This is an optimization exercise on Yosys and OpenROAD, whose aim is small area and few clock cycles, not a production implementation. Function was checked by simulation only, so behaviour that the tests miss may differ from the original. Power and IR drop assume default switching activity.

== run A ==
==> module in_port, before the edit <==
module in_port
(
    input  logic        clk,
    input  logic        rst_n,
    input  logic        vld,
    input  logic        sop,
    input  logic        eop,
    input  logic [31:0] data,
    output logic        in_ready,
    input  logic        rd_sel,     
    input  logic        dsc_sel,    
    output logic [31:0] rd_data,    
    output logic [1:0]  dsc_prio,   
    output logic [4:0]  dsc_len,    
    output logic        avail,      
    input  logic        rd_adv,     
    input  logic        rd_pkt      
);
    logic [31:0] mem [16];
    logic [4:0]  wptr, wbase, rptr;
    logic        recv, bad, full;
    logic [4:0]  len;
    logic [1:0]  prio, dest;
    logic [15:0] crc, crc_nxt;
    logic [4:0]  hlen, used, cnt;
    logic        nowr, fits, take_hdr, take_wr, word_ok, good_end;
    crc16_word crc16 (
        .crc_in  (crc),
        .data_in (data),
        .crc_out (crc_nxt)
    );
    assign hlen = data[4:0];
    assign nowr     = (hlen > 5'd16) | (eop != (hlen == '0));
    assign used     = wbase - rptr;
    assign fits     = ({1'b0, used} + hlen) <= 6'd16;
    assign in_ready = ~recv & (nowr | ((~full | rd_pkt) & fits));
    assign take_hdr = in_ready & vld & sop;
    assign take_wr  = take_hdr & ~nowr;
    assign cnt      = wptr - wbase;       
    assign word_ok  = recv & vld & ~bad & (cnt != len);
    assign good_end = word_ok & eop & (cnt + 1'b1 == len);
    always_ff @(posedge clk) begin
        if (word_ok) begin
            mem[wptr[3:0]] <= data;
        end
    end
    always_comb begin
        rd_data = dsc_sel ? {7'd0, dest, prio, len, crc} : 32'd0;
        for (int i = 0; i < 16; i++) begin
            rd_data = rd_data | ((rd_sel && rptr[3:0] == 4'(i)) ? mem[i] : 32'd0);
        end
    end
    assign dsc_prio = prio;
    assign dsc_len  = len;
    assign avail    = full;
    always_ff @(posedge clk) begin
        if (take_wr) begin
            len  <= hlen;
            prio <= data[6:5];
            dest <= data[8:7];
            crc  <= 16'hFFFF;
        end else if (word_ok) begin
            crc  <= crc_nxt;
        end
    end
    always_ff @(posedge clk) begin
        if (!rst_n) begin
            recv  <= 1'b0;
            bad   <= 1'b0;
            full  <= 1'b0;
            wptr  <= '0;
            wbase <= '0;
            rptr  <= '0;
        end else begin
            if (rd_adv) begin
                rptr <= rptr + 1'b1;
            end
            if (rd_pkt) begin
                full <= 1'b0;
            end
            if (take_hdr) begin
                recv <= ~eop;
                bad  <= nowr;
                if (!nowr) begin
                    full <= eop;          
                end
            end else if (recv & vld) begin
                if (word_ok) begin
                    wptr <= wptr + 1'b1;
                end else begin
                    bad  <= 1'b1;
                end
                if (eop) begin
                    recv <= 1'b0;
                    if (good_end) begin
                        full  <= 1'b1;
                        wbase <= wptr + 1'b1;
                    end else begin
                        wptr <= wbase;    
                    end
                end
            end
        end
    end
endmodule
export LEC_CHECK = 0
export CAP_MARGIN = 20
export CORE_MARGIN = 2
export CORE_UTILIZATION = 40
export PLACE_DENSITY = 0.6
export SLEW_MARGIN = 20
create_clock -name core_clock -period 7.5 [get_ports {clk}]
standard.sh (not shown) runs the stock make flow with config.mk's settings and CLKGATE_MAP_FILE= SYNTH_SCRIPT=/design/flow/synth_recipe.tcl, a recipe that flattens the netlist after the stock synthesis.
==> flow/flow/run.sh <==
#!/bin/bash
set -euo pipefail
export BUFFER_PORTS_ARGS="-buffer_cell sky130_fd_sc_hd__buf_2"
export CTS_ARGS="-sink_clustering_enable -repair_clock_nets -dont_use_dummy_load -sink_clustering_size 24 -sink_clustering_max_diameter 120"
bash standard.sh > standard_flow.log 2>&1
Testbench counts of run A, summed over its fixed seeds: cycles 15,698.
The following lists how run D was set up differently from run A:
-- flow/design.v --
<<< run A, line 54
    assign nowr     = (hlen > 5'd16) | (eop != (hlen == '0));
    assign used     = wbase - rptr;
    assign fits     = ({1'b0, used} + hlen) <= 6'd16;
    assign in_ready = ~recv & (nowr | ((~full | rd_pkt) & fits));
    assign take_hdr = in_ready & vld & sop;
>>> run D, line 54
    assign nowr     = (hlen > 5'd16) | (eop != (hlen == '0));
    assign used     = wbase - rptr;
    assign fits     = ({1'b0, used} + hlen) <= (rd_adv ? 6'd17 : 6'd16);
    assign in_ready = ~recv & (nowr | ((~full | rd_pkt) & fits));
    assign take_hdr = in_ready & vld & sop;
<<< run A, line 67
    end
    always_comb begin
        rd_data = dsc_sel ? {7'd0, dest, prio, len, crc} : 32'd0;
        for (int i = 0; i < 16; i++) begin
            rd_data = rd_data | ((rd_sel && rptr[3:0] == 4'(i)) ? mem[i] : 32'd0);
>>> run D, line 67
    end
    always_comb begin
        rd_data = dsc_sel ? {7'd0, dest, prio, len, (good_end ? crc_nxt : crc)} : 32'd0;
        for (int i = 0; i < 16; i++) begin
            rd_data = rd_data | ((rd_sel && rptr[3:0] == 4'(i)) ? mem[i] : 32'd0);
<<< run A, line 74
    assign dsc_prio = prio;
    assign dsc_len  = len;
    assign avail    = full;
    always_ff @(posedge clk) begin
        if (take_wr) begin
>>> run D, line 74
    assign dsc_prio = prio;
    assign dsc_len  = len;
    assign avail    = full | good_end;
    always_ff @(posedge clk) begin
        if (take_wr) begin
<<< run A, line 115
                    recv <= 1'b0;
                    if (good_end) begin
                        full  <= 1'b1;
                        wbase <= wptr + 1'b1;
                    end else begin
>>> run D, line 115
                    recv <= 1'b0;
                    if (good_end) begin
                        full  <= ~rd_pkt;
                        wbase <= wptr + 1'b1;
                    end else begin
--- outcome ---
Run D was carried through to the last stage, and its layout satisfied the timing, design-rule and antenna checks. Portion of total power attributed to combinational logic for run D: 4.3 points up relative to run A. As of run D, finished layout cell area had risen by a few percent compared to run A. Against run A, total via count in the routed design in run D rose by a few percent. The final reports for run D and run A show synthesis-to-finish area growth higher in the former. Measured against each other, run A and run D differ in clock-buffer cell count, the higher figure coming from run D.
Testbench counts of run D, summed over its fixed seeds: cycles 15,421.

---

Setup of run 1:
The RTL this note starts from:
==> flow/design.v <==
`timescale 1ns/1ns
`default_nettype none
module crc16_word
(
    input  logic [15:0] crc_in,
    input  logic [31:0] data_in,
    output logic [15:0] crc_out
);
    logic fb;
    always_comb begin
        crc_out = crc_in;
        fb = 1'b0;
        for (int i = 31; i >= 0; i--) begin
            fb = crc_out[15] ^ data_in[i];
            crc_out = {crc_out[14:0], 1'b0} ^ (fb ? 16'h1021 : 16'h0000);
        end
    end
endmodule
`default_nettype wire
`timescale 1ns/1ns
`default_nettype none
module rd_mux
(
    input  logic [15:0][31:0] mem0,
    input  logic [15:0][31:0] mem1,
    input  logic [15:0] sel0,
    input  logic [15:0] sel1,
    input  logic [24:0] dsc0,
    input  logic [24:0] dsc1,
    input  logic        dsel0,
    input  logic        dsel1,
    output logic [31:0] q
);
    always_comb begin
        q = (dsel0 ? {7'd0, dsc0} : 32'd0) | (dsel1 ? {7'd0, dsc1} : 32'd0);
        for (int i = 0; i < 16; i++) begin
            q = q | (sel0[i] ? mem0[i] : 32'd0) | (sel1[i] ? mem1[i] : 32'd0);
        end
    end
endmodule
`default_nettype wire
`timescale 1ns/1ns
`default_nettype none
module in_port
(
    input  logic        clk,
    input  logic        rst_n,
    input  logic        vld,
    input  logic        sop,
    input  logic        eop,
    input  logic [31:0] data,
    output logic        in_ready,
    input  logic        rd_sel,     
    output logic [15:0] wen,        
    output logic [15:0] rsel,       
    output logic [24:0] desc,       
    output logic [1:0]  dsc_prio,   
    output logic [4:0]  dsc_len,    
    output logic        avail,      
    input  logic        rd_adv,     
    input  logic        rd_pkt      
);
    logic [4:0]  wptr, wbase, rptr;
    logic        recv, bad, full;
    logic [4:0]  len;
    logic [1:0]  prio, dest;
    logic [15:0] crc, crc_nxt;
    logic [4:0]  hlen, used, cnt;
    logic        nowr, fits, take_hdr, take_wr, word_ok, good_end;
    crc16_word crc16 (
        .crc_in  (crc),
        .data_in (data),
        .crc_out (crc_nxt)
    );
    assign hlen = data[4:0];
    assign nowr     = (hlen > 5'd16) | (eop != (hlen == '0));
    assign used     = wbase - rptr;
    assign fits     = ({1'b0, used} + hlen) <= (rd_adv ? 6'd17 : 6'd16);
    assign in_ready = ~recv & (nowr | ((~full | rd_pkt) & fits));
    assign take_hdr = in_ready & vld & sop;
    assign take_wr  = take_hdr & ~nowr;
    assign cnt      = wptr - wbase;       
    assign word_ok  = recv & vld & ~bad & (cnt != len);
    assign good_end = word_ok & eop & (cnt + 1'b1 == len);
    always_comb begin
        for (int i = 0; i < 16; i++) begin
            wen[i]  = word_ok && wptr[3:0] == 4'(i);
            rsel[i] = rd_sel && rptr[3:0] == 4'(i);
        end
    end
    assign desc = {dest, prio, len, crc};
    assign dsc_prio = prio;
    assign dsc_len  = len;
    assign avail    = full;
    always_ff @(posedge clk) begin
        if (take_wr) begin
            len  <= hlen;
            prio <= data[6:5];
            dest <= data[8:7];
            crc  <= 16'hFFFF;
        end else if (word_ok) begin
            crc  <= crc_nxt;
        end
    end
    always_ff @(posedge clk) begin
        if (!rst_n) begin
            recv  <= 1'b0;
            bad   <= 1'b0;
            full  <= 1'b0;
            wptr  <= '0;
            wbase <= '0;
            rptr  <= '0;
        end else begin
            if (rd_adv) begin
                rptr <= rptr + 1'b1;
            end
            if (rd_pkt) begin
                full <= 1'b0;
            end
            if (take_hdr) begin
                recv <= ~eop;
                bad  <= nowr;
                if (!nowr) begin
                    full <= eop;          
                end
            end else if (recv & vld) begin
                if (word_ok) begin
                    wptr <= wptr + 1'b1;
                end else begin
                    bad  <= 1'b1;
                end
                if (eop) begin
                    recv <= 1'b0;
                    if (good_end) begin
                        full  <= 1'b1;
                        wbase <= wptr + 1'b1;
                    end else begin
                        wptr <= wbase;    
                    end
                end
            end
        end
    end
endmodule
`default_nettype wire
`timescale 1ns/1ns
`default_nettype none
module switch_ingress
(
    input  logic        clk,
    input  logic        rst_n,
    input  logic        in0_vld,
    input  logic        in0_sop,
    input  logic        in0_eop,
    input  logic [31:0] in0_data,
    input  logic        in1_vld,
    input  logic        in1_sop,
    input  logic        in1_eop,
    input  logic [31:0] in1_data,
    output logic        in_ready0,
    output logic        in_ready1,
    output logic        out_vld,
    output logic        out_sop,
    output logic        out_eop,
    output logic        out_src,
    output logic [1:0]  out_dest,
    output logic [31:0] out_data,
    input  logic        out_ready
);
    logic [31:0] rd;
    logic [15:0][31:0] mem0;
    logic [15:0][31:0] mem1;
    logic [15:0] wen0, wen1, rsel0, rsel1;
    logic [24:0] dsc0, dsc1;
    logic [1:0]  pr0, pr1;
    logic [4:0]  ln0, ln1, lnc;
    logic [2:0]  lowcnt;
    logic        pmode, prio1;
    logic        av0, av1;
    logic        busy, src, insop, last, ready_q;
    logic [4:0]  rem;
    logic [1:0]  dest_q;
    logic        pick1, start, cur, xfer;
    in_port port0 (
        .clk      (clk),
        .rst_n    (rst_n),
        .vld      (in0_vld),
        .sop      (in0_sop),
        .eop      (in0_eop),
        .data     (in0_data),
        .in_ready (in_ready0),
        .rd_sel   (~cur & ~out_sop),
        .wen      (wen0),
        .rsel     (rsel0),
        .desc     (dsc0),
        .dsc_prio (pr0),
        .dsc_len  (ln0),
        .avail    (av0),
        .rd_adv   (xfer & ~cur & ~out_sop),
        .rd_pkt   (xfer & ~cur & out_sop)
    );
    in_port port1 (
        .clk      (clk),
        .rst_n    (rst_n),
        .vld      (in1_vld),
        .sop      (in1_sop),
        .eop      (in1_eop),
        .data     (in1_data),
        .in_ready (in_ready1),
        .rd_sel   (cur & ~out_sop),
        .wen      (wen1),
        .rsel     (rsel1),
        .desc     (dsc1),
        .dsc_prio (pr1),
        .dsc_len  (ln1),
        .avail    (av1),
        .rd_adv   (xfer & cur & ~out_sop),
        .rd_pkt   (xfer & cur & out_sop)
    );
    assign prio1 = (pr1 > pr0) | ((pr1 == pr0) & ~last);
    assign pick1 = av1 & (~av0 | (pmode ? prio1 :
                                  ((ln1 < ln0) | ((ln1 == ln0) & prio1))));
    assign start = ~busy & (av0 | av1) & ready_q;
    assign cur   = busy ? src : pick1;
    always_ff @(posedge clk) begin
        for (int i = 0; i < 16; i++) begin
            if (wen0[i]) begin
                mem0[i] <= in0_data;
            end
            if (wen1[i]) begin
                mem1[i] <= in1_data;
            end
        end
    end
    rd_mux rdm (
        .mem0  (mem0),
        .mem1  (mem1),
        .sel0  (rsel0),
        .sel1  (rsel1),
        .dsc0  (dsc0),
        .dsc1  (dsc1),
        .dsel0 (~cur & out_sop),
        .dsel1 (cur & out_sop),
        .q     (rd)
    );
    assign out_vld  = busy | start;
    assign out_sop  = ~busy | insop;
    assign lnc      = cur ? ln1 : ln0;
    assign out_eop  = out_sop ? (lnc == '0) : (rem == 5'd1);
    assign out_src  = cur;
    assign out_dest = out_sop ? rd[24:23] : dest_q;
    assign out_data = rd;
    assign xfer     = out_vld & out_ready;
    always_ff @(posedge clk) begin
        if (xfer & out_sop) begin
            dest_q <= rd[24:23];
        end
        if (xfer) begin
            rem <= out_sop ? lnc : rem - 1'b1;
        end
        if (~busy) begin
            src <= pick1;
        end
    end
    always_ff @(posedge clk) begin
        if (!rst_n) begin
            busy    <= 1'b0;
            insop   <= 1'b1;
            last    <= 1'b1;
            ready_q <= 1'b0;
            lowcnt  <= 3'd0;
            pmode   <= 1'b1;
        end else begin
            ready_q <= out_ready;
            lowcnt  <= out_ready ? 3'd0 : lowcnt + (lowcnt != 3'd7);
            if (lowcnt == 3'd7) begin
                pmode <= 1'b1;
            end else if (start) begin
                pmode <= 1'b0;
            end
            if (start) begin
                last <= pick1;
            end
            if (xfer & out_eop) begin
                busy  <= 1'b0;
                insop <= 1'b1;
            end else if (out_vld) begin
                busy  <= 1'b1;
                insop <= out_sop & ~xfer;
            end
        end
    end
endmodule
`default_nettype wire
clock: 7.5 ns
lec_check: 0
cap_margin: 20
core_margin: 2
core_utilization: 40
place_density: 0.6
slew_margin: 20
synth_hierarchical: 1
synth_minimum_keep_size: 2000
Scripts as last shown in full above: flow/flow/run.sh
Testbench counts of run 1, summed over its fixed seeds: cycles 15,565.
Edits applied to the flow inputs when going from run 1 to run 2:
diff --git a/flow/design.v b/flow/design.v
--- a/flow/design.v
+++ b/flow/design.v
@@ -171,11 +171,11 @@
     logic [15:0][31:0] mem0;
     logic [15:0][31:0] mem1;
     logic [15:0] wen0, wen1, rsel0, rsel1;
     logic [24:0] dsc0, dsc1;
     logic [1:0]  pr0, pr1;
-    logic [4:0]  ln0, ln1, lnc;
+    logic [4:0]  ln0, ln1;
     logic [2:0]  lowcnt;
     logic        pmode, prio1;
     logic        av0, av1;
     logic        busy, src, insop, last, ready_q;
     logic [4:0]  rem;
@@ -243,22 +243,21 @@
         .dsel1 (cur & out_sop),
         .q     (rd)
     );
     assign out_vld  = busy | start;
     assign out_sop  = ~busy | insop;
-    assign lnc      = cur ? ln1 : ln0;
-    assign out_eop  = out_sop ? (lnc == '0) : (rem == 5'd1);
+    assign out_eop  = out_sop ? (rd[20:16] == '0) : (rem == 5'd1);
     assign out_src  = cur;
     assign out_dest = out_sop ? rd[24:23] : dest_q;
     assign out_data = rd;
     assign xfer     = out_vld & out_ready;
     always_ff @(posedge clk) begin
         if (xfer & out_sop) begin
             dest_q <= rd[24:23];
         end
         if (xfer) begin
-            rem <= out_sop ? lnc : rem - 1'b1;
+            rem <= out_sop ? rd[20:16] : rem - 1'b1;
         end
         if (~busy) begin
             src <= pick1;
         end
     end
- Summary of run 2 over run 1: arithmetic-cell share of the synthesized area counting full adders, half adders and majority gates stayed essentially flat, unique cell type count in the Yosys netlist fell by 3, filler-free cell count of the finished design fell by 23.
- Measured against each other, run 1 and run 2 differ in fraction of power consumed by combinational cells, the lower figure coming from run 2.
- Die footprint, run 2 vs run 1: down slightly
- Total inserted antenna cells sits higher in run 2 than in run 1.
- On maximum clock frequency, run 2 does worse than run 1.
- In the flow results for run 1 and run 2, the netlist area before placement is smaller on run 2.
- Looking only at area of placed instances, and setting everything else aside, the lower value of run 1 and run 2 goes to run 2.
- Status: core region area parity (run 1, run 2)
- Run 1 and run 2 ended up with nearly the same proportion of power drawn by the clock network.
- Diff run 2..run 1 | clock-buffer cell count | unchanged
Testbench counts of run 2, summed over its fixed seeds: cycles 15,565.

## what the ideal ports hide
The results above use ideal ports. As a check the final layouts listed here were re-extracted and re-timed, cells and wires unchanged.
Step 1 (the two cells are an assumption about what drives the block):
set clk [get_ports {clk}]
set_driving_cell -lib_cell sky130_fd_sc_hd__clkbuf_16 $clk
set_driving_cell -lib_cell sky130_fd_sc_hd__buf_2 [delete_from_list [all_inputs] $clk]
Step 2 times the ports against the registers' clock, not the clock port: input delays grow and output delays shrink by t, the midpoint of the rising clock arrivals with the driver on.
Slacks: ideal / step 1 / step 2; pairs: ideal / step 1.
run	shift t [ns]	slack for setup (ns)	worst hold slack (ns)	slew at the worst register clock pin (ns)	pins driven straight from the clock port
run A	0.714	1.126 / 1.058 / 1.771	0.519 / 0.519 / 0.519	0.11 / 0.11	1
run D	0.756	0.312 / 0.293 / 0.293	0.506 / 0.506 / 0.506	0.11 / 0.11	1
run 1	0.742	0.852 / 0.783 / 1.525	0.514 / 0.514 / 0.514	0.11 / 0.11	1
run 2	0.717	0.197 / 0.123 / 0.840	0.514 / 0.514 / 0.514	0.11 / 0.11	1
After both steps every run listed still meets setup and hold. The setup slack of run D, which loses most, moves by -0.019 ns with the drivers and by -0.019 ns with both steps.
